Background: an optimization exercise with open tools, aiming at small area, a short achievable clock period and few clock cycles per item. Do not read the settings as production practice. In this exercise RTL edits were held to simulation tests only and were not proved equivalent to the original. Power and IR drop assume default switching activity.

### flow/run.sh
#!/bin/bash
# synth_recipe.tcl (not shown) runs the flow's synth.tcl, then flattens the netlist and writes it again
# the make line also repeats each setting of config.mk as NAME=value (left out here)
make -C /OpenROAD-flow-scripts/flow DESIGN_CONFIG=/design/flow/config.mk WORK_HOME=/design/flow/orfs CLKGATE_MAP_FILE= SYNTH_SCRIPT=/design/flow/synth_recipe.tcl finish
### flow/config.mk
export PLATFORM = sky130hd
export DESIGN_NAME = muldiv_unit
export DESIGN_NICKNAME = muldiv_unit
export VERILOG_FILES = /design/flow/design.v
export SDC_FILE = /design/flow/constraint.sdc
export NUM_CORES = 4
export LEC_CHECK = 0
export CAP_MARGIN = 20
export CORE_MARGIN = 2
export CORE_UTILIZATION = 40
export SLEW_MARGIN = 20
### flow/constraint.sdc
create_clock -name core_clock -period 12.0 [get_ports {clk}]
set_input_delay 2.4000 -clock core_clock [delete_from_list [all_inputs] [get_ports {clk}]]
set_output_delay 2.4000 -clock core_clock [all_outputs]
set_load 0.01 [all_outputs]
### flow/design.v
module muldiv_unit #(
  parameter int XLEN = 32
) (
  input  logic            clk,
  input  logic            rst,
  input  logic            start,
  input  logic            flush,
  input  logic [2:0]      funct3,
  input  logic [XLEN-1:0] op_a,
  input  logic [XLEN-1:0] op_b,
  output logic            busy,
  output logic            done,
  output logic [XLEN-1:0] result,
  output logic            illegal
);
  logic        st_mul;     
  logic        st_mhu;     
  logic        st_dpre;    
  logic        st_negb;    
  logic        st_align;   
  logic        st_sub;     
  logic        st_corr;    
  logic        st_fix;     
  logic        busy_r;
  logic        done_r;
  logic [2:0]  f3;
  logic [32:0] h;          
  logic [31:0] l;          
  logic [31:0] x;          
  logic [4:0]  cnt;        
  logic        na, nb;     
  logic        xz;         
  logic        skip;       
  logic        az, ai, sx, s2, sl, bi, bd;    
  assign busy    = busy_r;
  assign done    = done_r;
  assign result  = h[31:0];
  assign illegal = 1'b0;
  wire accept = start && !busy_r && !flush;
  wire is_rem = f3[1];
  logic [34:0] a_in, b_in, sum;
  wire ms = x[31] & !f3[1] & !f3[2];
  wire b_inv = bi | (bd & !h[32]);
  always_comb begin
    a_in = ({35{!az}} & {{2{h[32]}}, h}) ^ {35{ai}};
    b_in = (({35{sx}} & {ms, ms, ms, x})
          | ({35{s2}} & {ms, ms, x, 1'b0})
          | ({35{sl}} & {3'b000, l})) ^ {35{b_inv}};
    sum  = a_in + b_in + {34'd0, b_inv | ai};
  end
  function automatic logic [2:0] booth(input logic b1, input logic b0, input logic bm1);
    booth = {(b1 == b0) && (b0 == bm1), (b1 != b0) && (b0 == bm1), b1};
  endfunction
  logic [31:0] smear;
  always_comb begin
    smear[31] = h[31];
    for (int i = 30; i >= 0; i--) smear[i] = smear[i+1] | h[i];
  end
  wire t4 = (x[31:28] == 4'd0) && (({x[27:0], 4'd0} & ~smear) == 32'd0);
  wire t1 = !x[31] && (({x[30:0], 1'b0} & ~smear) == 32'd0);
  wire do_step   = st_sub | (st_align & !t4 & !t1);
  wire last_step = do_step & (cnt == 5'd0);
  wire neg_r     = sum[32];                
  wire [4:0] cnt_mul = skip ? cnt + 5'd4 : cnt + 5'd1;
  wire       mul_end = st_mul & (cnt_mul == 5'd16);
  wire       a31     = skip ? l[7] : l[1];
  wire [7:0] nwin    = skip ? l[15:8] : l[9:2];    
  wire       nbm1    = skip ? l[7] : l[1];         
  wire [2:0] ndig    = booth(nwin[1], nwin[0], nbm1);
  wire       nskip   = (cnt_mul <= 5'd12) && (&{nwin, nbm1} || !(|{nwin, nbm1}));
  logic n_mul, n_mhu, n_dpre, n_negb, n_align, n_sub, n_corr, n_fix, n_busy, n_done;
  logic [2:0] dig;         
  always_comb begin
    n_mul = 1'b0; n_mhu = 1'b0; n_dpre = 1'b0; n_negb = 1'b0; n_align = 1'b0;
    n_sub = 1'b0; n_corr = 1'b0; n_fix = 1'b0; n_done = 1'b0;
    dig   = ndig;
    if (!busy_r) begin
      dig = booth(op_a[1], op_a[0], 1'b0);
      if (accept) begin
        if (!funct3[2]) begin
          n_mul = 1'b1;
        end else if ((op_b == 32'd0) || (!funct3[0] && op_a[31])) begin
          n_dpre = 1'b1;
        end else if (!funct3[0] && op_b[31]) begin
          n_negb = 1'b1;
        end else begin
          n_align = 1'b1;
        end
      end
    end else begin
      n_mul   = st_mul & !mul_end;
      n_mhu   = mul_end & (f3[1:0] == 2'b11) & a31;
      n_dpre  = 1'b0;
      n_negb  = st_dpre & !xz & nb;
      n_align = (st_dpre & !xz & !nb) | st_negb | (st_align & (t4 | t1));
      n_sub   = do_step & !last_step;
      n_corr  = last_step & is_rem;
      n_fix   = (mul_end & (f3[1:0] == 2'b00))
              | (last_step & !is_rem)
              | (st_corr & na);
      n_done  = (mul_end & (f3[1:0] != 2'b00) & !n_mhu) | st_mhu | (st_dpre & xz)
              | (st_corr & !na) | st_fix;
    end
    if (rst || flush) begin
      n_mul = 1'b0; n_mhu = 1'b0; n_dpre = 1'b0; n_negb = 1'b0; n_align = 1'b0;
      n_sub = 1'b0; n_corr = 1'b0; n_fix = 1'b0; n_done = 1'b0;
    end
    n_busy = !(rst || flush) && (busy_r ? !n_done : start);
  end
  logic n_az, n_ai, n_sx, n_s2, n_sl, n_bi, n_bd;
  always_comb begin
    logic rem, nq, aneg, bzero;
    rem   = busy_r ? f3[1] : funct3[1];
    aneg  = busy_r ? na : (!funct3[0] & op_a[31]);
    bzero = busy_r ? xz : (op_b == 32'd0);
    nq    = f3[2] & (na ^ nb);
    n_az = (n_mul & !busy_r) | n_negb | (n_fix & !rem) | (n_dpre & bzero & !rem);
    n_ai = (n_dpre & !bzero & aneg) | (n_dpre & bzero & !rem) | (n_fix & rem);
    n_sx = (n_mul & !dig[2] & !dig[1]) | n_mhu | n_negb | n_align | n_sub | n_corr;
    n_s2 = n_mul & dig[1];
    n_sl = n_fix & !rem;
    n_bi = (n_mul & dig[0] & !dig[2]) | n_negb | (n_dpre & bzero & !rem)
         | (n_fix & !rem & nq);
    n_bd = n_align | n_sub;
  end
  always_ff @(posedge clk) begin
    busy_r   <= n_busy;
    done_r   <= n_done;
    st_mul   <= n_mul;
    st_mhu   <= n_mhu;
    st_dpre  <= n_dpre;
    st_negb  <= n_negb;
    st_align <= n_align;
    st_sub   <= n_sub;
    st_corr  <= n_corr;
    st_fix   <= n_fix;
    az       <= n_az;
    ai       <= n_ai;
    sx       <= n_sx;
    s2       <= n_s2;
    sl       <= n_sl;
    bi       <= n_bi;
    bd       <= n_bd;
  end
  always_ff @(posedge clk) begin
    if (!busy_r) begin
      f3   <= funct3;
      h    <= {op_a[31] & !funct3[0], op_a};
      l    <= op_a;
      x    <= op_b;
      cnt  <= 5'd0;
      na   <= !funct3[0] & op_a[31];
      nb   <= !funct3[0] & op_b[31];
      xz   <= (op_b == 32'd0);
      skip <= 1'b0;
    end else begin
      if (st_mul) begin
        cnt  <= cnt_mul;
        skip <= nskip;
        if (skip) begin
          h <= {{8{h[32]}}, h[32:8]};
          l <= {h[7:0], l[31:8]};
        end else begin
          h <= sum[34:2];
          l <= {sum[1:0], l[31:2]};
        end
      end
      if (st_mhu | st_dpre | st_fix | (st_corr & h[32])) h <= sum[32:0];
      if (st_negb) x <= sum[31:0];
      if (st_align & t4) begin
        x   <= {x[27:0], 4'd0};
        cnt <= cnt + 5'd4;
      end else if (st_align & t1) begin
        x   <= {x[30:0], 1'b0};
        cnt <= cnt + 5'd1;
      end
      if (do_step) begin
        h   <= sum[32:0];
        l   <= {st_sub ? l[30:0] : 31'd0, !neg_r};
        cnt <= cnt - 5'd1;
        if (!last_step) x <= {1'b0, x[31:1]};
      end
    end
  end
endmodule
==> flow_metrics.env <==
export IMPL_critical_path_n_buffers_inverters=2
export IMPL_fp_dieArea_sq_um=30800
export IMPL_slew_limit_headroom_pct=24.2
export IMPL_final_common_cell="sky130_fd_sc_hd__nor2_1"
export IMPL_setup_viol=0
export IMPL_core_area_sq_um=28900
export IMPL_clock_fmax_mhz=200
export IMPL_gp_congestion=0.921
export IMPL_antenna_violating_nets_post_route=0
export IMPL_firstDrtPassIters=7
export IMPL_critPathTopFamily="compound AO/OA/AOI/OAI gates"
export IMPL_ys_flop_type="sky130_fd_sc_hd__edfxtp_1"
export IMPL_numnets_final=1568
export IMPL_worstSetupPathType="reg -> reg"
export IMPL_drive_gt1_share_pct=7.83
export IMPL_initial_antenna_violation_count=0
export IMPL_power_leakage_nw=4.92
export IMPL_switching_power_w=0.000590
export IMPL_proportion_of_total_power_due_to_net_switching_pct=35.7
export IMPL_syn_instance_count=1452
export IMPL_gr_usage_total_pct=29.6
export IMPL_finish_utilization_pct=46.4
export IMPL_grt_setup_unrepaired="false"
export IMPL_post_cts_resize_count=0
export IMPL_cts_tree="done"
export IMPL_clock_sink_count=126
export IMPL_dieHeight_um=176
export IMPL_seq_power_share_pct=35.1
export IMPL_cp_data_arrival_time_ns=5.18
export IMPL_synth_fp_nets=1564
export IMPL_diodes=0
export IMPL_worstMarginPinSlew_ns=1.14
export IMPL_grt_remaining_overflow=0
export IMPL_netlist_cell_type_count=91
export IMPL_slew_violations=0
export IMPL_power_frac_clock_pct=34.7
export IMPL_ys_warn_count=1
export IMPL_wire_per_inst_um=24.8
export IMPL_finalHoldViolations=0
export IMPL_drc_errors=0
export IMPL_smallest_setup_slack_after_layout_ns=7.01
export IMPL_status="finished clean"
export IMPL_maxCapViolCount=0
export IMPL_crit_path_start_kind="register"
export IMPL_h_tree_depth=4
export IMPL_detail_route_iter0_violations=1513
export IMPL_critical_path_peak_fanout=35
export IMPL_cell_row_count=62
export IMPL_clk_transition_reported_paths_ns=0.06
export IMPL_worstSkewPairLatency_ns=0.44
export IMPL_clockBufferDepth=2
export IMPL_internal_power_w=0.00106
export IMPL_first_pass_grt_wire_length_um=69100
export IMPL_cp_data_required_time_ns=12.18
export IMPL_hold_path_class="reg -> reg"
export IMPL_finalWorstPathRequiredPeriod_ns=4.99
export IMPL_grt_start_max_net_pins=75
export IMPL_synth_async_reset_ratio_pct=0
export IMPL_half_perimeter_wire_length_after_detailed_placement_um=33000
export IMPL_cts_root_buf="sky130_fd_sc_hd__clkbuf_16"
export IMPL_synth_edf_count=69
export IMPL_synth_area_per_cell_sq_um=8.11
export IMPL_aggregate_routed_wire_length_um=46000
export IMPL_layout_area_overhead_vs_synth_pct=13.6
export IMPL_pwr_density_nw_per_um2=123
export IMPL_setup_tns_final_ns=0
export IMPL_io_pin_count=106
export IMPL_cts_hold_fix_buffers=0
export IMPL_synth_cell_area_sq_um=11800
export IMPL_numCtsBuffers=17
export IMPL_vdd_ir_drop_worst_uv=93.1
export IMPL_routed_via_density=6.41
export IMPL_critical_path_cell_chain="inv_1 > a21oi_4 > buf_4 > xnor2_1 > fa_1 > fa_1 > nor2b_1 > o31a_1 > o211a_1 > o211a_1 > o2111ai_1 > a31oi_1 > xor2_1 > mux2i_1 > a21o_1"
export IMPL_via_count=11900
export IMPL_cts_setup_buffers=0
export IMPL_first_global_vias=11200
export IMPL_worst_clock_skew_ns=0.0184
export IMPL_synth_ff_latch_count=126
export IMPL_io_buffers=104
export IMPL_synth_yosys_seq_area_share_pct=27.3
export IMPL_preCtsSetupSlack_ns=6.68
export IMPL_slowest_delay_ns=0.49
export IMPL_final_cell_mix="133 x sky130_fd_sc_hd__nor2_1, 114 x sky130_fd_sc_hd__nand2_1, 108 x sky130_fd_sc_hd__a21oi_1"
export IMPL_setup_worst_path_end_class="register"
export IMPL_dieWidth_um=176
export IMPL_fin_crit_sh_pct=41.6
export IMPL_slowest_stage="sky130_fd_sc_hd__fa_1"
export IMPL_initial_core_util_pct=40.8
export IMPL_power_share_combinational_pct=30.2
-- synth_stat cells (20+ instances only) --
library cell | instances | area share (%)
sky130_fd_sc_hd__a211oi_1 | 27 | 1.7
sky130_fd_sc_hd__inv_1 | 59 | 1.9
sky130_fd_sc_hd__nor2_1 | 135 | 4.3
sky130_fd_sc_hd__nand2b_1 | 52 | 2.8
sky130_fd_sc_hd__xnor2_1 | 53 | 3.9
sky130_fd_sc_hd__mux2i_1 | 33 | 2.8
sky130_fd_sc_hd__a222oi_1 | 31 | 2.6
sky130_fd_sc_hd__a21oi_1 | 109 | 4.6
sky130_fd_sc_hd__o21ai_0 | 78 | 3.3
sky130_fd_sc_hd__a31oi_1 | 20 | 1.1
sky130_fd_sc_hd__edfxtp_1 | 69 | 18
sky130_fd_sc_hd__clkbuf_1 | 76 | 2.4
sky130_fd_sc_hd__nor2b_1 | 24 | 1.3
sky130_fd_sc_hd__xor2_1 | 42 | 3.1
sky130_fd_sc_hd__ha_1 | 39 | 4.1
sky130_fd_sc_hd__a21o_1 | 20 | 1.3
sky130_fd_sc_hd__nand2_1 | 114 | 3.6
sky130_fd_sc_hd__dfxtp_1 | 57 | 9.7
sky130_fd_sc_hd__mux2_2 | 26 | 2.5
sky130_fd_sc_hd__nand3_1 | 26 | 1.1
sky130_fd_sc_hd__o211ai_1 | 23 | 1.5
sky130_fd_sc_hd__buf_4 | 36 | 2.3
sky130_fd_sc_hd__nor3_1 | 25 | 1.1
-- worst min-delay path, delay by kind of cell (launching register included) --
family / cells / cell delay, ns
mux: 1 / 0.05
simple gates: 1 / 0.08
flops: 1 / 0.35
-- metal layers --
metal / share of wire, % / vias to the layer above / wire [um] / track usage (%)
met2: 44 / 706 / 20200 / 44.7
met3: 11 / 100 / 4840 / 6.69
met5: 0 / - / 0 / 0
met1: 42 / 5687 / 19300 / 41.0
li1: - / 5389 / - / -
met4: 3.8 / 0 / 1750 / 11.8
-- power groups by stage --
stage | Sequential (W) | Clock, W | Combinational (W)
2_1_floorplan | 0.000539 | 0 | 0.000361
3_3_place_gp | 0.000586 | 0 | 0.000484
3_5_place_dp | 0.000585 | 0 | 0.000487
4_1_cts | 0.000576 | 0.000578 | 0.000490
5_1_grt | 0.000582 | 0.000598 | 0.000542
6_report | 0.000580 | 0.000574 | 0.000498
-- worst paths after layout --
| kind | end | slack, ns | cells after the start | start |
|---|---|---|---|---|
| min | cnt[4]$_SDFFE_PN0P_ | 0.52 | 2 | cnt[4]$_SDFFE_PN0P_ |
| max reg2reg | l[0]$_DFFE_PP_ | 7.01 | 15 | h[32]$_DFFE_PP_ |
| max | l[0]$_DFFE_PP_ | 7.01 | 15 | h[32]$_DFFE_PP_ |
| min reg2reg | cnt[4]$_SDFFE_PN0P_ | 0.52 | 2 | cnt[4]$_SDFFE_PN0P_ |
-- state kept, by name (all words and copies together), names as in the netlist, 3 cells and up --
name,flops
l,32
x,32
cnt,5
f3,3
h,33
-- final cells by class --
type / instances / area (sq um)
flip-flops and latches: 126 / 3220
fillers: 2861 / 15500
clock buffers: 20 / 437
clock inverters: 12 / 184
repair buffers: 125 / 1200
well taps: 384 / 480
inverters: 62 / 233
multi-input cells: 1124 / 7630
-- logic make-up (layout without fill, tap and decap cells) --
logic type	Yosys count	count (layout)	share of synthesized area, %
DFF	126	126	27.3
AOI/OAI and AO/OA	478	478	29.1
xor gates and xnor gates	95	95	7.06
other	1	1	0.0318
and+or+nand+nor	450	450	18.6
muxes	59	59	5.29
adders and majority gates	41	41	4.48
buffers and inverters	202	219	8.16
-- through the flow --
stage | total power [W] | std cells | instance area [sq um] | hold WS (ns)
2_1_floorplan | 0.000900 | 1452 | 11800 | 0.477
3_3_place_gp | 0.00107 | 1821 | 12800 | 0.509
3_5_place_dp | 0.00107 | 1821 | 12800 | 0.515
4_1_cts | 0.00164 | 1853 | 13400 | 0.526
5_1_grt | 0.00172 | 1853 | 13400 | 0.575
6_report | 0.00165 | 1853 | 13400 | 0.522
Testbench counts, summed over its fixed seeds: cycles 99,386, ops 8,000.

-- separate check: timing with driven ports --
The flow's constraints put no driver on any port. The routed layout listed below was extracted and timed again, unchanged, in two steps.
Step 1 sets driving cells, clkbuf_16 on the clock port and buf_2 on the other inputs (assumed; they add their load-dependent delay and slew).
Step 2 also shifts input and output timing later by t, the mid clock arrival at the registers, as if the neighbouring blocks saw the same clock.
Slacks: no drivers / after step 1 / after step 2; pairs: no drivers / after step 1.
t (ns): 0.481
setup WS [ns]: 7.006 / 7.006 / 6.568
worst slew at a driven data input, ns: 0.05
pins driven straight from the clock port: 1
After both steps this run still meets setup and hold. The setup slack of this run moves by 0.000 ns with the drivers and by -0.438 ns with both steps.
